What follows belongs to an exercise in optimizing a design on an open flow for small area; a production flow would make more cautious choices.
At most, simulation tests tie the RTL to the original design; equivalence was not proved.
Power figures rest on the tool's default switching activity, not on a simulated workload. The flow treats the clock pin as an ideal source, which a real chip does not have.

job 1613:
==> flow/design.v (excerpt) <==
module whackGame (
	input logic Clock,
	input logic reset,
	input logic [gamePkg::NumMoles-1:0] switches,
	input logic loadSeed,
	input logic shift,
	output gamePkg::heightT [gamePkg::NumMoles-1:0] moleHeights,
	output bcdPkg::bcdCountT totalScore,
	output bcdPkg::bcdCountT totalRise
);
For scale: roughly 630 flip-flops, roughly 84 I/O pins, roughly 23000 um2 of cells after synthesis.
export LEC_CHECK = 0
export CAP_MARGIN = 20
export CORE_MARGIN = 2
export CORE_UTILIZATION = 40
export CTS_BUF_LIST = sky130_fd_sc_hd__clkbuf_2
export SLEW_MARGIN = 20
create_clock -name core_clock -period 30.0 [get_ports {Clock}]
run.sh (not shown) runs the stock make flow with config.mk's settings and CLKGATE_MAP_FILE= SYNTH_SCRIPT=/design/flow/synth_recipe.tcl, a recipe that flattens the netlist after the stock synthesis.
Per the final summary, job 1613 finished and its layout is clean on timing, DRC and antenna.
### job 1613 -> job 3281
# job 1613
export LEC_CHECK = 0
export CAP_MARGIN = 20
export CORE_MARGIN = 2
export CORE_UTILIZATION = 40
export CTS_BUF_LIST = sky130_fd_sc_hd__clkbuf_2
export SLEW_MARGIN = 20
create_clock -name core_clock -period 30.0 [get_ports {Clock}]
# job 3281
export LEC_CHECK = 0
export CAP_MARGIN = 20
export CORE_MARGIN = 2
export CORE_UTILIZATION = 40
export CTS_BUF_LIST = sky130_fd_sc_hd__clkbuf_4
export SLEW_MARGIN = 20
create_clock -name core_clock -period 30.0 [get_ports {Clock}]
Notes after the runs:
From job 1613 to job 3281 the numbers moved as follows: sequential share of layout area lower; power saw an increase; clock-buffer cell count fell 15; worst setup slack has increased.
Clock group share of total power, job 3281 and job 1613: lower on job 1613
Total routed wire length on the met1 layer came out lower on job 3281 than on job 1613.
Job 3281 — worst slack on hold paths 0.024 ns higher, job 1613 as reference
Non-filler instance count after layout delta for job 3281 relative to job 1613: 8 lower
As far as level count of the clock H-tree goes, job 1613 and job 3281 are indistinguishable; the numbers are identical.
No run of this note included a check of the RTL's function; only the layout flow was run.


## delta
whackGame, a different RTL version from the one above (not shown whole).
Size in the first run: roughly 1300 cells after synthesis, about 84 I/O pins, roughly 0.022 mm² of cells after synthesis.
clock: 30.0 ns
lec_check: 0
cap_margin: 20
core_margin: 2
core_utilization: 65
slew_margin: 20
standard.sh (not shown) runs the stock make flow with config.mk's settings and CLKGATE_MAP_FILE= SYNTH_SCRIPT=/design/flow/synth_recipe.tcl, a recipe that flattens the netlist after the stock synthesis.
==> flow/flow/run.sh <==
#!/bin/bash
# Standard synthesis and layout (standard.sh), with: every gate set to the
# smallest size of its family after floorplanning (repair_design then upsizes
# what needs it), minimum-size port buffers, and a leaner clock tree (no dummy
# loads, small leaf buffers).
set -euo pipefail
here=$(pwd)
bash standard.sh finish \
	"POST_FLOORPLAN_TCL=$here/flow/downsize.tcl" \
	"BUFFER_PORTS_ARGS=-buffer_cell sky130_fd_sc_hd__buf_1" \
	"CTS_ARGS=-sink_clustering_enable -repair_clock_nets -dont_use_dummy_load -buf_list sky130_fd_sc_hd__clkbuf_8 -root_buf sky130_fd_sc_hd__clkbuf_16 -sink_clustering_buffer sky130_fd_sc_hd__clkbuf_16 -sink_clustering_size 28 -sink_clustering_max_diameter 200" \
	> flow.log 2>&1
==> flow/flow/downsize.tcl <==
# Swap every standard cell to the smallest-area cell of the same family
# (same name up to the drive-strength suffix, so same function and pins).
# repair_design later upsizes whatever then violates slew or capacitance.
set db [ord::get_db]
set dont_use {}
if { [info exists ::env(DONT_USE_CELLS)] } { set dont_use $::env(DONT_USE_CELLS) }
set best [dict create]
foreach lib [$db getLibs] {
  foreach m [$lib getMasters] {
    set name [$m getName]
    if { ![regexp {^(sky130_fd_sc_hd__.+)_(\d+)$} $name -> base drive] } { continue }
    set skip 0
    foreach p $dont_use { if { [string match $p $name] } { set skip 1 } }
    if { $skip } { continue }
    set a [expr { [$m getWidth] * [$m getHeight] }]
    if { ![dict exists $best $base] || $a < [lindex [dict get $best $base] 1] } {
      dict set best $base [list $m $a]
    }
  }
}
set swapped 0
foreach inst [[ord::get_db_block] getInsts] {
  set m [$inst getMaster]
  if { [$inst isFixed] } { continue }
  if { ![regexp {^(sky130_fd_sc_hd__.+)_(\d+)$} [$m getName] -> base drive] } { continue }
  if { [regexp {^sky130_fd_sc_hd__(df|edf|sdf|dl|tap|fill|decap|conb)} [$m getName]] } { continue }
  if { ![dict exists $best $base] } { continue }
  set nm [lindex [dict get $best $base] 0]
  if { [$nm getName] ne [$m getName] } {
    $inst swapMaster $nm
    incr swapped
  }
}
puts "downsize: swapped $swapped instances"
Both conditions hold for delta: the flow ran to the end and the final layout passed the timing, design-rule and antenna checks.
Inputs modified between delta and nickel:
Settings: CORE_UTILIZATION now 80, was 65.
-- flow/flow/run.sh --
<<< delta, line 11
	"CTS_ARGS=-sink_clustering_enable -repair_clock_nets -dont_use_dummy_load -buf_list sky130_fd_sc_hd__clkbuf_8 -root_buf sky130_fd_sc_hd__clkbuf_16 -sink_clustering_buffer sky130_fd_sc_hd__clkbuf_16 -sink_clustering_size 28 -sink_clustering_max_diameter 200" \
>>> nickel, line 11
	"CTS_ARGS=-sink_clustering_enable -repair_clock_nets -dont_use_dummy_load -buf_list sky130_fd_sc_hd__clkbuf_8 -root_buf sky130_fd_sc_hd__clkbuf_16 -sink_clustering_buffer sky130_fd_sc_hd__clkbuf_16 -sink_clustering_size 32 -sink_clustering_max_diameter 140" \
[summary]
Min global-route usage across delta and nickel: delta
Fraction of power consumed by the clock network, delta and nickel: lower on nickel
Relative to delta, first-pass GRT wire length has gone up in nickel.
nickel vs delta — cell area dropped slightly
The final reports for nickel and delta show power of the clock network lower in the former.
In nickel the detailed-route wire length per cell turned out about 34% higher than in delta.
From delta to nickel, residual overflow from global routing did not move at all.
Input-level comparison between juniper and nickel:
Settings: changing CORE_UTILIZATION from 80 to 65; setting CTS_BUF_LIST to sky130_fd_sc_hd__clkbuf_8 for the first time.
==> flow/run.sh (new file) <==
#!/bin/bash
# synth_recipe.tcl (not shown) runs the flow's synth.tcl, then flattens the netlist and writes it again
# the make line also repeats each setting of config.mk as NAME=value (left out here)
make -C /OpenROAD-flow-scripts/flow DESIGN_CONFIG=/design/flow/config.mk WORK_HOME=/design/flow/orfs CLKGATE_MAP_FILE= SYNTH_SCRIPT=/design/flow/synth_recipe.tcl finish
removed: flow/flow/run.sh
removed: flow/flow/downsize.tcl
removed: flow/standard.sh
Results
As far as hold slack is concerned, nickel and juniper perform about the same. Against nickel, juniper comes in about 4.5% higher on last weighted congestion value of the routability-driven placer. Stage delay of the slowest cell on the critical path was higher in the run labelled nickel. A cell at the slowest stage of the critical path of sky130_fd_sc_hd__buf_4 is what nickel shows, while sky130_fd_sc_hd__dfrtp_1 belongs to juniper. juniper went all the way through the flow, and no timing, DRC or antenna check failed. nickel → juniper: net count reported at finish moved up; final instance area moved up. The lower clock-buffer cell count came out of nickel. When the final numbers for nickel and juniper were put side by side, the utilization turned out to be greater in nickel. juniper ended with more power density over the cells than nickel. Of nickel and juniper, nickel shows the higher proportion of power drawn by flip-flops and latches, with juniper below it. Total power is higher on juniper.


whackGame, a different RTL version from the one above (not shown whole).
Size in the first run: ~1300 cells after synthesis, about 630 flip-flops.
clock: 30.0 ns
lec_check: 0
cap_margin: 20
core_margin: 2
core_utilization: 65
slew_margin: 20
==> flow/flow/run.sh <==
#!/bin/bash
# Standard synthesis and layout (standard.sh), with: every gate set to the
# smallest size of its family after floorplanning (repair_design then upsizes
# what needs it), minimum-size port buffers, and a leaner clock tree (no dummy
# loads, small leaf buffers).
set -euo pipefail
here=$(pwd)
bash standard.sh finish \
	"POST_FLOORPLAN_TCL=$here/flow/downsize.tcl" \
	"BUFFER_PORTS_ARGS=-buffer_cell sky130_fd_sc_hd__buf_1" \
	"CTS_ARGS=-sink_clustering_enable -repair_clock_nets -dont_use_dummy_load -buf_list sky130_fd_sc_hd__clkbuf_8 -root_buf sky130_fd_sc_hd__clkbuf_16 -sink_clustering_buffer sky130_fd_sc_hd__clkbuf_16 -sink_clustering_size 36 -sink_clustering_max_diameter 55" \
	> flow.log 2>&1
==> flow/flow/downsize.tcl <==
# Swap every standard cell to the smallest-area cell of the same family
# (same name up to the drive-strength suffix, so same function and pins).
# repair_design later upsizes whatever then violates slew or capacitance.
set db [ord::get_db]
set dont_use {}
if { [info exists ::env(DONT_USE_CELLS)] } { set dont_use $::env(DONT_USE_CELLS) }
set best [dict create]
foreach lib [$db getLibs] {
  foreach m [$lib getMasters] {
    set name [$m getName]
    if { ![regexp {^(sky130_fd_sc_hd__.+)_(\d+)$} $name -> base drive] } { continue }
    set skip 0
    foreach p $dont_use { if { [string match $p $name] } { set skip 1 } }
    if { $skip } { continue }
    set a [expr { [$m getWidth] * [$m getHeight] }]
    if { ![dict exists $best $base] || $a < [lindex [dict get $best $base] 1] } {
      dict set best $base [list $m $a]
    }
  }
}
set swapped 0
foreach inst [[ord::get_db_block] getInsts] {
  set m [$inst getMaster]
  if { [$inst isFixed] } { continue }
  if { ![regexp {^(sky130_fd_sc_hd__.+)_(\d+)$} [$m getName] -> base drive] } { continue }
  if { [regexp {^sky130_fd_sc_hd__(df|edf|sdf|dl|tap|fill|decap|conb)} [$m getName]] } { continue }
  if { ![dict exists $best $base] } { continue }
  set nm [lindex [dict get $best $base] 0]
  if { [$nm getName] ne [$m getName] } {
    $inst swapMaster $nm
    incr swapped
  }
}
puts "downsize: swapped $swapped instances"
Change:
--- a/flow/flow/run.sh
+++ b/flow/flow/run.sh
@@ -10,3 +10,3 @@
 	"BUFFER_PORTS_ARGS=-buffer_cell sky130_fd_sc_hd__buf_1" \
-	"CTS_ARGS=-sink_clustering_enable -repair_clock_nets -dont_use_dummy_load -buf_list sky130_fd_sc_hd__clkbuf_8 -root_buf sky130_fd_sc_hd__clkbuf_16 -sink_clustering_buffer sky130_fd_sc_hd__clkbuf_16 -sink_clustering_size 36 -sink_clustering_max_diameter 55" \
+	"CTS_ARGS=-sink_clustering_enable -repair_clock_nets -dont_use_dummy_load -buf_list sky130_fd_sc_hd__clkbuf_8 -root_buf sky130_fd_sc_hd__clkbuf_16 -sink_clustering_buffer sky130_fd_sc_hd__clkbuf_16 -sink_clustering_size 30 -sink_clustering_max_diameter 100" \
 	> flow.log 2>&1
After rerunning: The changed run ran to the end with no violations; total power is lower by 6.7%; sequential cell count stays the same; cell area is lower by 1.7%; critical path depth does not change; area after synthesis stays the same; final cell count is lower by 0.88%; first-iteration DRC count is lower by 1.5%.
Change:
--- a/flow/flow/run.sh
+++ b/flow/flow/run.sh
@@ -10,3 +10,3 @@
 	"BUFFER_PORTS_ARGS=-buffer_cell sky130_fd_sc_hd__buf_1" \
-	"CTS_ARGS=-sink_clustering_enable -repair_clock_nets -dont_use_dummy_load -buf_list sky130_fd_sc_hd__clkbuf_8 -root_buf sky130_fd_sc_hd__clkbuf_16 -sink_clustering_buffer sky130_fd_sc_hd__clkbuf_16 -sink_clustering_size 30 -sink_clustering_max_diameter 100" \
+	"CTS_ARGS=-sink_clustering_enable -repair_clock_nets -dont_use_dummy_load -buf_list sky130_fd_sc_hd__clkbuf_8 -root_buf sky130_fd_sc_hd__clkbuf_16 -sink_clustering_buffer sky130_fd_sc_hd__clkbuf_16 -sink_clustering_size 30 -sink_clustering_max_diameter 70" \
 	> flow.log 2>&1
Outcome:
- area after synthesis stays the same
- via count increases by 1.2%
- clock skew hardly moves
- worst setup slack degrades by 30 ps
- synthesized cell count stays the same
- total power increases by about 5%
- global-route usage increases by 0.37 points


Setup of red:
whackGame, a different RTL version from the one above (not shown whole).
Size: roughly 1300 cells after synthesis, roughly 630 flip-flops, roughly 84 I/O pins, about 23000 µm² of cells after synthesis.
Settings: LEC_CHECK=0, CAP_MARGIN=20, CORE_MARGIN=2, CORE_UTILIZATION=65, SLEW_MARGIN=20; clock period 30.0 ns.
==> flow/flow/run.sh <==
#!/bin/bash
# Standard synthesis and layout (standard.sh), with: every gate set to the
# smallest size of its family after floorplanning (repair_design then upsizes
# what needs it), minimum-size port buffers, and a leaner clock tree (no dummy
# loads, small leaf buffers).
set -euo pipefail
here=$(pwd)
bash standard.sh finish \
	"POST_FLOORPLAN_TCL=$here/flow/downsize.tcl" \
	"BUFFER_PORTS_ARGS=-buffer_cell sky130_fd_sc_hd__buf_1" \
	"CTS_ARGS=-sink_clustering_enable -repair_clock_nets -dont_use_dummy_load -buf_list sky130_fd_sc_hd__clkbuf_8 -root_buf sky130_fd_sc_hd__clkbuf_16 -sink_clustering_buffer sky130_fd_sc_hd__clkbuf_16 -sink_clustering_size 28 -sink_clustering_max_diameter 200" \
	> flow.log 2>&1
Scripts as last shown in full above: flow/flow/downsize.tcl
What blue does differently from red at the input level:
-- flow/flow/run.sh --
<<< red, line 11
	"CTS_ARGS=-sink_clustering_enable -repair_clock_nets -dont_use_dummy_load -buf_list sky130_fd_sc_hd__clkbuf_8 -root_buf sky130_fd_sc_hd__clkbuf_16 -sink_clustering_buffer sky130_fd_sc_hd__clkbuf_16 -sink_clustering_size 28 -sink_clustering_max_diameter 200" \
>>> blue, line 11
	"CTS_ARGS=-sink_clustering_enable -repair_clock_nets -dont_use_dummy_load -buf_list sky130_fd_sc_hd__clkbuf_16 -root_buf sky130_fd_sc_hd__clkbuf_16 -sink_clustering_buffer sky130_fd_sc_hd__clkbuf_16 -sink_clustering_size 34 -sink_clustering_max_diameter 140" \
### Flow results
- blue: PASS, flow complete, no timing, DRC or antenna violations
- blue against red; count of clock-buffer cells in the layout is down by more than 10%.
- blue vs red, clock network fraction of design power went down by 1.5 points.
- Changes observed in blue relative to red: final period demand of the worst path +0.032 ns; number of global-route vias before repair ~0 delta.
- [compare] base=red new=blue: peak fanout along the critical path shrank by 5.6%, overall global routing resource usage went down 0.23 points.
No run of this note included a check of the RTL's function; only the layout flow was run.


== job 103 ==
whackGame, a different RTL version from the one above (not shown whole).
Size in the first run: roughly 1,300 cells after synthesis, ~630 flip-flops, about 84 I/O pins.
==> flow/config.mk <==
export PLATFORM = sky130hd
export DESIGN_NAME = whackGame
export DESIGN_NICKNAME = whackGame
export VERILOG_FILES = /design/flow/design.v
export SDC_FILE = /design/flow/constraint.sdc
export NUM_CORES = 4
export LEC_CHECK = 0
export CAP_MARGIN = 20
export CORE_MARGIN = 2
export CORE_UTILIZATION = 65
export SLEW_MARGIN = 20
==> flow/constraint.sdc <==
create_clock -name core_clock -period 30.0 [get_ports {Clock}]
set_input_delay 6.0000 -clock core_clock [delete_from_list [all_inputs] [get_ports {Clock}]]
set_output_delay 6.0000 -clock core_clock [all_outputs]
set_load 0.01 [all_outputs]
==> flow/flow/run.sh <==
#!/bin/bash
# Standard synthesis and layout (standard.sh), with: every gate set to the
# smallest size of its family after floorplanning (repair_design then upsizes
# what needs it), minimum-size port buffers, and a leaner clock tree (no dummy
# loads, small leaf buffers).
set -euo pipefail
here=$(pwd)
bash standard.sh finish \
	"POST_FLOORPLAN_TCL=$here/flow/downsize.tcl" \
	"BUFFER_PORTS_ARGS=-buffer_cell sky130_fd_sc_hd__buf_1" \
	"CTS_ARGS=-sink_clustering_enable -repair_clock_nets -dont_use_dummy_load -buf_list sky130_fd_sc_hd__clkbuf_8 -root_buf sky130_fd_sc_hd__clkbuf_16 -sink_clustering_buffer sky130_fd_sc_hd__clkbuf_16 -sink_clustering_size 36 -sink_clustering_max_diameter 80" \
	> flow.log 2>&1
Scripts as last shown in full above: flow/flow/downsize.tcl
Changes in job 101 relative to job 103:
Settings: CORE_UTILIZATION changed from 65 to 40.
==> flow/flow/run.sh <==
#!/bin/bash
# Standard synthesis and layout (standard.sh), with a leaner clock tree (small
# clock buffers, no dummy loads), minimum-size port buffers
set -euo pipefail
bash standard.sh finish \
	"BUFFER_PORTS_ARGS=-buffer_cell sky130_fd_sc_hd__buf_1" \
	"CTS_ARGS=-sink_clustering_enable -repair_clock_nets -dont_use_dummy_load -buf_list sky130_fd_sc_hd__clkbuf_8 -sink_clustering_size 20 -sink_clustering_max_diameter 60" \
	> flow.log 2>&1
removed: flow/flow/downsize.tcl
## What came out
Per the comparison of job 101 with job 103, part of the total power dissipated in combinational logic climbed 0.4 points, share of the clock period used by the worst path decreased 0.41 points, number of standard cells after synthesis did not really move, number of placed instances with taps included increased by 302 relative to the old numbers.
No run of this note included a check of the RTL's function; only the layout flow was run.

[static timing again, ports no longer ideal]
In the flow no input, the clock included, has a driving cell. The finished layouts below were timed again as built, in two steps. Step 1, drivers: a clkbuf_16 drives Clock and a buf_2 each remaining input, both assumed. Step 2 adds t to the input delays and takes it off the output delays; t is the mean of the earliest and latest rising clock arrival at the registers after step 1. Input paths then give back, and output paths get back, about the clock's delay inside the block. Slacks: no drivers / after step 1 / after step 2; pairs: no drivers / after step 1.
run	t (ns)	setup WS [ns]	cell pins on the clock port's net
job 1613	1.259	21.275 / 21.223 / 21.058	1
job 3281	0.969	21.589 / 21.536 / 21.085	1
delta	0.587	21.835 / 21.859 / 21.273	1
nickel	0.596	22.061 / 22.089 / 21.493	1
juniper	0.672	21.882 / 21.831 / 22.126	1
the first run of note 3	0.580	21.772 / 21.789 / 21.209	1
the second run of note 3	0.601	21.810 / 21.827 / 21.226	1
the third run of note 3	0.570	21.780 / 21.795 / 21.226	1
red	0.597	22.088 / 22.114 / 21.517	1
blue	0.603	22.056 / 22.085 / 21.482	1
job 103	0.600	21.918 / 21.931 / 21.331	1
job 101	0.638	22.040 / 22.062 / 21.424	1
After both steps setup and hold are still met in every run listed. For job 101, which loses most, drivers alone change the setup slack by +0.022 ns; drivers and shift together by -0.616 ns.
